This design comes from an exercise in tuning for small area on the open sky130 flow, not from production work. At most, simulation tests tie the RTL to the original design; equivalence was not proved. Power and IR drop assume default switching activity.

==> flow/design.v <==
`timescale 1ns / 1ps
module flash_download_sequencer (
   input  logic        clock,
   input  logic        reset,
   input  logic        csr_valid,
   output logic        csr_ready,
   input  logic [2:0]  csr_index,
   input  logic [31:0] csr_data,
   input  logic        req_tvalid,
   output logic        req_tready,
   input  logic [31:0] req_tdata,   
   input  logic [10:0] req_tuser,   
   output logic        rsp_tvalid,
   input  logic        rsp_tready,
   output logic [71:0] rsp_tdata,
   output logic [2:0]  rsp_tuser    
);
   localparam logic [2:0] C_PROG    = 3'd0;
   localparam logic [2:0] C_UNL_OK  = 3'd1;
   localparam logic [2:0] C_UNL_BAD = 3'd2;
   localparam logic [2:0] C_SIZE    = 3'd3;
   localparam logic [2:0] C_XFER    = 3'd4;
   localparam logic [2:0] C_EXIT    = 3'd5;
   localparam logic [2:0] C_UNK     = 3'd6;
   localparam logic [2:0] S_IDLE = 3'd0;
   localparam logic [2:0] S_PROG = 3'd1;
   localparam logic [2:0] S_UNLK = 3'd2;
   localparam logic [2:0] S_DONE = 3'd3;
   localparam logic [2:0] S_EXIT = 3'd4;
   localparam logic [2:0] S_SZ0  = 3'd6;
   localparam logic [2:0] S_SZ1  = 3'd7;
   localparam logic [2:0] R_POS    = 3'b000;
   localparam logic [2:0] R_NEG    = 3'b001;
   localparam logic [2:0] R_NONE   = 3'b010;
   localparam logic [2:0] R_LAUNCH = 3'b011;
   localparam logic [2:0] R_WRITE  = 3'b100;
   logic [10:0] program_id, unlock_id, size_id, transfer_id, exit_id;
   logic [31:0] unlock_key, image_base;
   assign csr_ready = 1'b1;
   logic [31:0] cdata;
   logic [6:0]  cwe;
   assign cdata = csr_data & {32{~reset}};
   always_comb begin
      for (int i = 0; i < 7; i++) cwe[i] = reset | (csr_valid & (csr_index == 3'(i)));
   end
   always_ff @(posedge clock) begin
      if (cwe[0]) program_id  <= {cdata[10:1], cdata[0] | reset};
      if (cwe[1]) unlock_id   <= {cdata[10:2], cdata[1] | reset, cdata[0]};
      if (cwe[2]) size_id     <= {cdata[10:2], cdata[1] | reset, cdata[0] | reset};
      if (cwe[3]) transfer_id <= {cdata[10:3], cdata[2] | reset, cdata[1:0]};
      if (cwe[4]) exit_id     <= {cdata[10:3], cdata[2] | reset, cdata[1], cdata[0] | reset};
      if (cwe[5]) unlock_key  <= cdata;
      if (cwe[6]) image_base  <= cdata;
   end
   logic [2:0] push_code;
   always_comb begin
      if (req_tuser == program_id)       push_code = C_PROG;
      else if (req_tuser == unlock_id)   push_code = (req_tdata == unlock_key) ? C_UNL_OK
                                                                               : C_UNL_BAD;
      else if (req_tuser == size_id)     push_code = C_SIZE;
      else if (req_tuser == transfer_id) push_code = C_XFER;
      else if (req_tuser == exit_id)     push_code = C_EXIT;
      else                               push_code = C_UNK;
   end
   logic [31:0] q_data [4];
   logic [2:0]  q_code [4];
   logic [1:0]  wr_ptr, rd_ptr;
   logic        q_full;
   logic        q_empty;
   logic        push, pop;
   assign q_empty    = (wr_ptr == rd_ptr) & ~q_full;
   assign req_tready = ~q_full;
   assign push       = req_tvalid & ~q_full;
   always_ff @(posedge clock) begin
      if (reset) begin
         wr_ptr <= '0;
         rd_ptr <= '0;
         q_full <= 1'b0;
      end else begin
         if (push) wr_ptr <= wr_ptr + 2'd1;
         if (pop)  rd_ptr <= rd_ptr + 2'd1;
         if (push & ~pop)      q_full <= (wr_ptr + 2'd1 == rd_ptr);
         else if (pop & ~push) q_full <= 1'b0;
      end
   end
   always_ff @(posedge clock) begin
      if (push) begin
         q_data[wr_ptr] <= req_tdata;
         q_code[wr_ptr] <= push_code;
      end
   end
   logic [31:0] h_data;
   logic [2:0]  h_code;
   assign h_data = q_data[rd_ptr];
   assign h_code = q_code[rd_ptr];
   logic [2:0]  stage;
   logic [31:0] addr_n;      
   logic [7:0]  wip;         
   logic [29:0] rem_q;       
   logic        rem_nz;      
   logic        r_valid;
   logic [2:0]  r_code;
   logic [31:0] r_data;
   logic        exec;
   logic        sized;
   logic        last;
   assign exec  = ~q_empty & (~r_valid | rsp_tready);
   assign pop   = exec;
   assign sized = (stage[2:1] == 2'b11);
   assign last  = (rem_q == 30'd0) | ((rem_q == 30'd1) & ~rem_nz);
   logic [29:0] addr_n_dec;
   logic [29:0] rem_dec;
   logic [7:0]  wip_inc;
   logic [29:0] rem_q_n;
   assign rem_q_n = ~rem_q;
   always_comb begin
      logic c;
      logic [5:0] blk_a, blk_r;
      for (int b = 0; b < 6; b++) begin
         blk_a[b] = &addr_n[b*5+2 +: 5];
         blk_r[b] = &rem_q_n[b*5 +: 5];
      end
      for (int b = 0; b < 6; b++) begin
         c = stage[0];
         for (int j = 0; j < b; j++) c = c & blk_a[j];
         for (int i = b*5; i < b*5+5; i++) begin
            addr_n_dec[i] = addr_n[i+2] ^ c;
            c             = addr_n[i+2] & c;
         end
         c = 1'b1;
         for (int j = 0; j < b; j++) c = c & blk_r[j];
         for (int i = b*5; i < b*5+5; i++) begin
            rem_dec[i] = rem_q[i] ^ c;
            c          = rem_q_n[i] & c;
         end
      end
      c = 1'b1;
      for (int i = 0; i < 8; i++) begin
         wip_inc[i] = wip[i] ^ c;
         c          = wip[i] & c;
      end
   end
   always_ff @(posedge clock) begin
      if (reset) begin
         stage   <= S_IDLE;
         r_valid <= 1'b0;
      end else begin
         if (exec | rsp_tready) r_valid <= exec;
         if (exec) begin
            case (h_code)
               C_PROG:    stage <= (stage == S_IDLE) ? S_PROG : S_IDLE;
               C_UNL_OK:  stage <= (stage == S_PROG) ? S_UNLK : S_IDLE;
               C_UNL_BAD: stage <= S_IDLE;
               C_SIZE:    if (stage == S_UNLK) stage <= S_SZ0;
               C_XFER:    if (sized) stage <= last ? S_DONE : S_SZ1;
               C_EXIT:    if (stage == S_DONE) stage <= S_EXIT;
               default: ;
            endcase
         end
      end
   end
   always_ff @(posedge clock) begin
      if (exec) begin
         r_code <= R_NEG;
         case (h_code)
            C_PROG: begin
               if (stage == S_IDLE) begin
                  r_code <= R_POS;
                  addr_n <= image_base;
                  wip    <= '0;
               end
            end
            C_UNL_OK: begin
               if (stage == S_PROG) r_code <= R_POS;
            end
            C_SIZE: begin
               if (stage == S_UNLK) begin
                  r_code <= R_POS;
                  rem_q  <= h_data[31:2];
                  rem_nz <= |h_data[1:0];
               end
            end
            C_XFER: begin
               if (sized) begin
                  r_code <= {R_WRITE[2:1], &wip};
                  r_data <= h_data;
                  addr_n <= {addr_n_dec, addr_n[1:0]};
                  wip    <= wip_inc;
                  rem_q  <= rem_dec;
               end
            end
            C_EXIT: begin
               if (stage == S_DONE) r_code <= R_LAUNCH;
            end
            C_UNL_BAD: ;
            default: r_code <= R_NONE;
         endcase
      end
   end
   logic r_wv;
   assign r_wv = r_code[2];
   assign rsp_tvalid = r_valid;
   assign rsp_tdata  = {6'b0,
                        ~r_wv & r_code[1] & r_code[0],           
                        r_wv & r_code[0],                        
                        r_data & {32{r_wv}},
                        addr_n & {32{r_wv}}};
   assign rsp_tuser  = {r_wv,
                        ~r_wv & r_code[1] & ~r_code[0],          
                        ~r_wv & ~r_code[1] & r_code[0]};         
endmodule
Settings: LEC_CHECK=0, CAP_MARGIN=5, CORE_MARGIN=2, CORE_UTILIZATION=55, PLACE_DENSITY=0.7, SLEW_MARGIN=5; clock period 4.0 ns.
standard.sh (not shown) runs the stock make flow with config.mk's settings and CLKGATE_MAP_FILE= SYNTH_SCRIPT=/design/flow/synth_recipe.tcl, a recipe that flattens the netlist after the stock synthesis.
==> flow/flow/run.sh <==
#!/bin/bash
# Standard ORFS layout with two changes: the port buffers use the smallest
# buffer cell, and clock tree synthesis inserts no dummy loads and uses
# clkbuf_8 with larger sink clusters.
set -euo pipefail
export BUFFER_PORTS_ARGS="-buffer_cell sky130_fd_sc_hd__buf_1"
export CTS_ARGS="-sink_clustering_enable -repair_clock_nets -dont_use_dummy_load -buf_list sky130_fd_sc_hd__clkbuf_8 -sink_clustering_size 20 -sink_clustering_max_diameter 60"
bash standard.sh > standard_flow.log 2>&1
Then changed:
--- a/flow/design.v
+++ b/flow/design.v
@@ -91,10 +91,18 @@
    end
    logic [31:0] h_data;
    logic [2:0]  h_code;
-   assign h_data = q_data[rd_ptr];
-   assign h_code = q_code[rd_ptr];
+   logic [3:0]  rd_sel;
+   always_comb begin
+      for (int i = 0; i < 4; i++) rd_sel[i] = (rd_ptr == 2'(i));
+      h_data = '0;
+      h_code = '0;
+      for (int i = 0; i < 4; i++) begin
+         h_data = h_data | (q_data[i] & {32{rd_sel[i]}});
+         h_code = h_code | (q_code[i] & {3{rd_sel[i]}});
+      end
+   end
    logic [2:0]  stage;
-   logic [31:0] addr_n;      
+   logic [31:0] addr_q;      
    logic [7:0]  wip;         
    logic [29:0] rem_q;       
    logic        rem_nz;      
@@ -108,7 +116,7 @@
    assign pop   = exec;
    assign sized = (stage[2:1] == 2'b11);
    assign last  = (rem_q == 30'd0) | ((rem_q == 30'd1) & ~rem_nz);
-   logic [29:0] addr_n_dec;
+   logic [29:0] addr_inc;
    logic [29:0] rem_dec;
    logic [7:0]  wip_inc;
    logic [29:0] rem_q_n;
@@ -117,15 +125,15 @@
       logic c;
       logic [5:0] blk_a, blk_r;
       for (int b = 0; b < 6; b++) begin
-         blk_a[b] = &addr_n[b*5+2 +: 5];
+         blk_a[b] = &addr_q[b*5+2 +: 5];
          blk_r[b] = &rem_q_n[b*5 +: 5];
       end
       for (int b = 0; b < 6; b++) begin
          c = stage[0];
          for (int j = 0; j < b; j++) c = c & blk_a[j];
          for (int i = b*5; i < b*5+5; i++) begin
-            addr_n_dec[i] = addr_n[i+2] ^ c;
-            c             = addr_n[i+2] & c;
+            addr_inc[i] = addr_q[i+2] ^ c;
+            c             = addr_q[i+2] & c;
          end
          c = 1'b1;
          for (int j = 0; j < b; j++) c = c & blk_r[j];
@@ -166,7 +174,7 @@
             C_PROG: begin
                if (stage == S_IDLE) begin
                   r_code <= R_POS;
-                  addr_n <= image_base;
+                  addr_q <= image_base;
                   wip    <= '0;
                end
             end
@@ -184,7 +192,7 @@
                if (sized) begin
                   r_code <= {R_WRITE[2:1], &wip};
                   r_data <= h_data;
-                  addr_n <= {addr_n_dec, addr_n[1:0]};
+                  addr_q <= {addr_inc, addr_q[1:0]};
                   wip    <= wip_inc;
                   rem_q  <= rem_dec;
                end
@@ -204,7 +212,7 @@
                         ~r_wv & r_code[1] & r_code[0],           
                         r_wv & r_code[0],                        
                         r_data & {32{r_wv}},
-                        addr_n & {32{r_wv}}};
+                        addr_q & {32{r_wv}}};
    assign rsp_tuser  = {r_wv,
                         ~r_wv & r_code[1] & ~r_code[0],          
                         ~r_wv & ~r_code[1] & r_code[0]};         
What happened: Setup slack is worse by 0.25 ns; core utilization drops by 0.11 points; total power climbs by a little under a tenth; clock power is about the same; sequential power climbs slightly; clock-buffer cell count does not change; global-route usage climbs by 1.1 points; non-clock buffer count climbs by 2; routed wire length climbs by a few percent; via count climbs by a little under a tenth; cell count climbs by a little under a tenth.
For the first run of this note, only the layout was checked, not whether the RTL still works.

* * *

## red
// flash_download_sequencer: RTL as listed in full above, without the edits since
==> flow/config.mk <==
export PLATFORM = sky130hd
export DESIGN_NAME = flash_download_sequencer
export DESIGN_NICKNAME = flash_download_sequencer
export VERILOG_FILES = /design/flow/design.v
export SDC_FILE = /design/flow/constraint.sdc
export NUM_CORES = 4
export LEC_CHECK = 0
export CAP_MARGIN = 20
export CORE_MARGIN = 2
export CORE_UTILIZATION = 40
export SLEW_MARGIN = 20
==> flow/constraint.sdc <==
create_clock -name core_clock -period 4.0 [get_ports {clock}]
set_input_delay 0.8000 -clock core_clock [delete_from_list [all_inputs] [get_ports {clock}]]
set_output_delay 0.8000 -clock core_clock [all_outputs]
set_load 0.01 [all_outputs]
Scripts as last shown in full above: flow/flow/run.sh
The following lists how blue was set up differently from red:
-- flow/design.v --
<<< red, line 109
   assign sized = (stage[2:1] == 2'b11);
   assign last  = (rem_q == 30'd0) | ((rem_q == 30'd1) & ~rem_nz);
   logic [29:0] addr_n_dec;
   logic [29:0] rem_dec;
   logic [7:0]  wip_inc;
   logic [29:0] rem_q_n;
   assign rem_q_n = ~rem_q;
   always_comb begin
      logic c;
      logic [5:0] blk_a, blk_r;
      for (int b = 0; b < 6; b++) begin
         blk_a[b] = &addr_n[b*5+2 +: 5];
         blk_r[b] = &rem_q_n[b*5 +: 5];
      end
      for (int b = 0; b < 6; b++) begin
         c = stage[0];
         for (int j = 0; j < b; j++) c = c & blk_a[j];
         for (int i = b*5; i < b*5+5; i++) begin
            addr_n_dec[i] = addr_n[i+2] ^ c;
            c             = addr_n[i+2] & c;
         end
         c = 1'b1;
         for (int j = 0; j < b; j++) c = c & blk_r[j];
         for (int i = b*5; i < b*5+5; i++) begin
            rem_dec[i] = rem_q[i] ^ c;
            c          = rem_q_n[i] & c;
         end
      end
      c = 1'b1;
      for (int i = 0; i < 8; i++) begin
         wip_inc[i] = wip[i] ^ c;
         c          = wip[i] & c;
      end
   end
   always_ff @(posedge clock) begin
      if (reset) begin
>>> blue, line 109
   assign sized = (stage[2:1] == 2'b11);
   assign last  = (rem_q == 30'd0) | ((rem_q == 30'd1) & ~rem_nz);
   always_ff @(posedge clock) begin
      if (reset) begin
<<< red, line 185
                  r_code <= {R_WRITE[2:1], &wip};
                  r_data <= h_data;
                  addr_n <= {addr_n_dec, addr_n[1:0]};
                  wip    <= wip_inc;
                  rem_q  <= rem_dec;
               end
            end
>>> blue, line 153
                  r_code <= {R_WRITE[2:1], &wip};
                  r_data <= h_data;
                  addr_n <= addr_n + {29'd0, stage[0], 2'b00};
                  wip    <= wip + 8'd1;
                  rem_q  <= rem_q - 30'd1;
               end
            end
## What came out
blue ran to completion and came out clean on the timing, design-rule and antenna checks. red → blue: final cell area excluding filler cells higher; worst hold path cell count did not really move; placed cell area up about 0.8%. End point of the critical path = rsp_tdata[38]: blue; end point of the critical path = addr_n[30]$_DFFE_PP_: red. blue gives more post-layout total power than red did. On XOR/XNOR share of the synthesized area, the lower figure sits with red, not blue.
Function was not checked in any run of this note: the RTL went through the layout flow alone.

## re-timing with driven ports
The results above use ideal ports. As a check the final layouts listed here were re-extracted and re-timed, cells and wires unchanged. Step 1 assumes that a clkbuf_16 drives the clock port and a buf_2 every other input. Step 2 also shifts input and output timing later by t, the mid clock arrival at the registers, as if the neighbouring blocks saw the same clock. a / b / c = no drivers / after step 1 / after step 2; a / b = the first two.
| run | t, ns | setup WS [ns] | slew at the worst register clock pin (ns) | pins driven straight from the clock port |
|---|---|---|---|---|
| the first run of note 1 | 0.605 | 0.977 / 0.977 / 0.950 | 0.12 / 0.12 | 1 |
| the second run of note 1 | 0.612 | 0.730 / 0.715 / 0.730 | 0.12 / 0.12 | 1 |
| red | 0.635 | 1.062 / 1.062 / 0.924 | 0.12 / 0.12 | 1 |
| blue | 0.629 | 1.097 / 1.046 / 1.063 | 0.11 / 0.11 | 1 |
After both steps setup and hold are still met in every run listed. For red, which loses most, drivers alone change the setup slack by 0.000 ns; drivers and shift together by -0.138 ns.
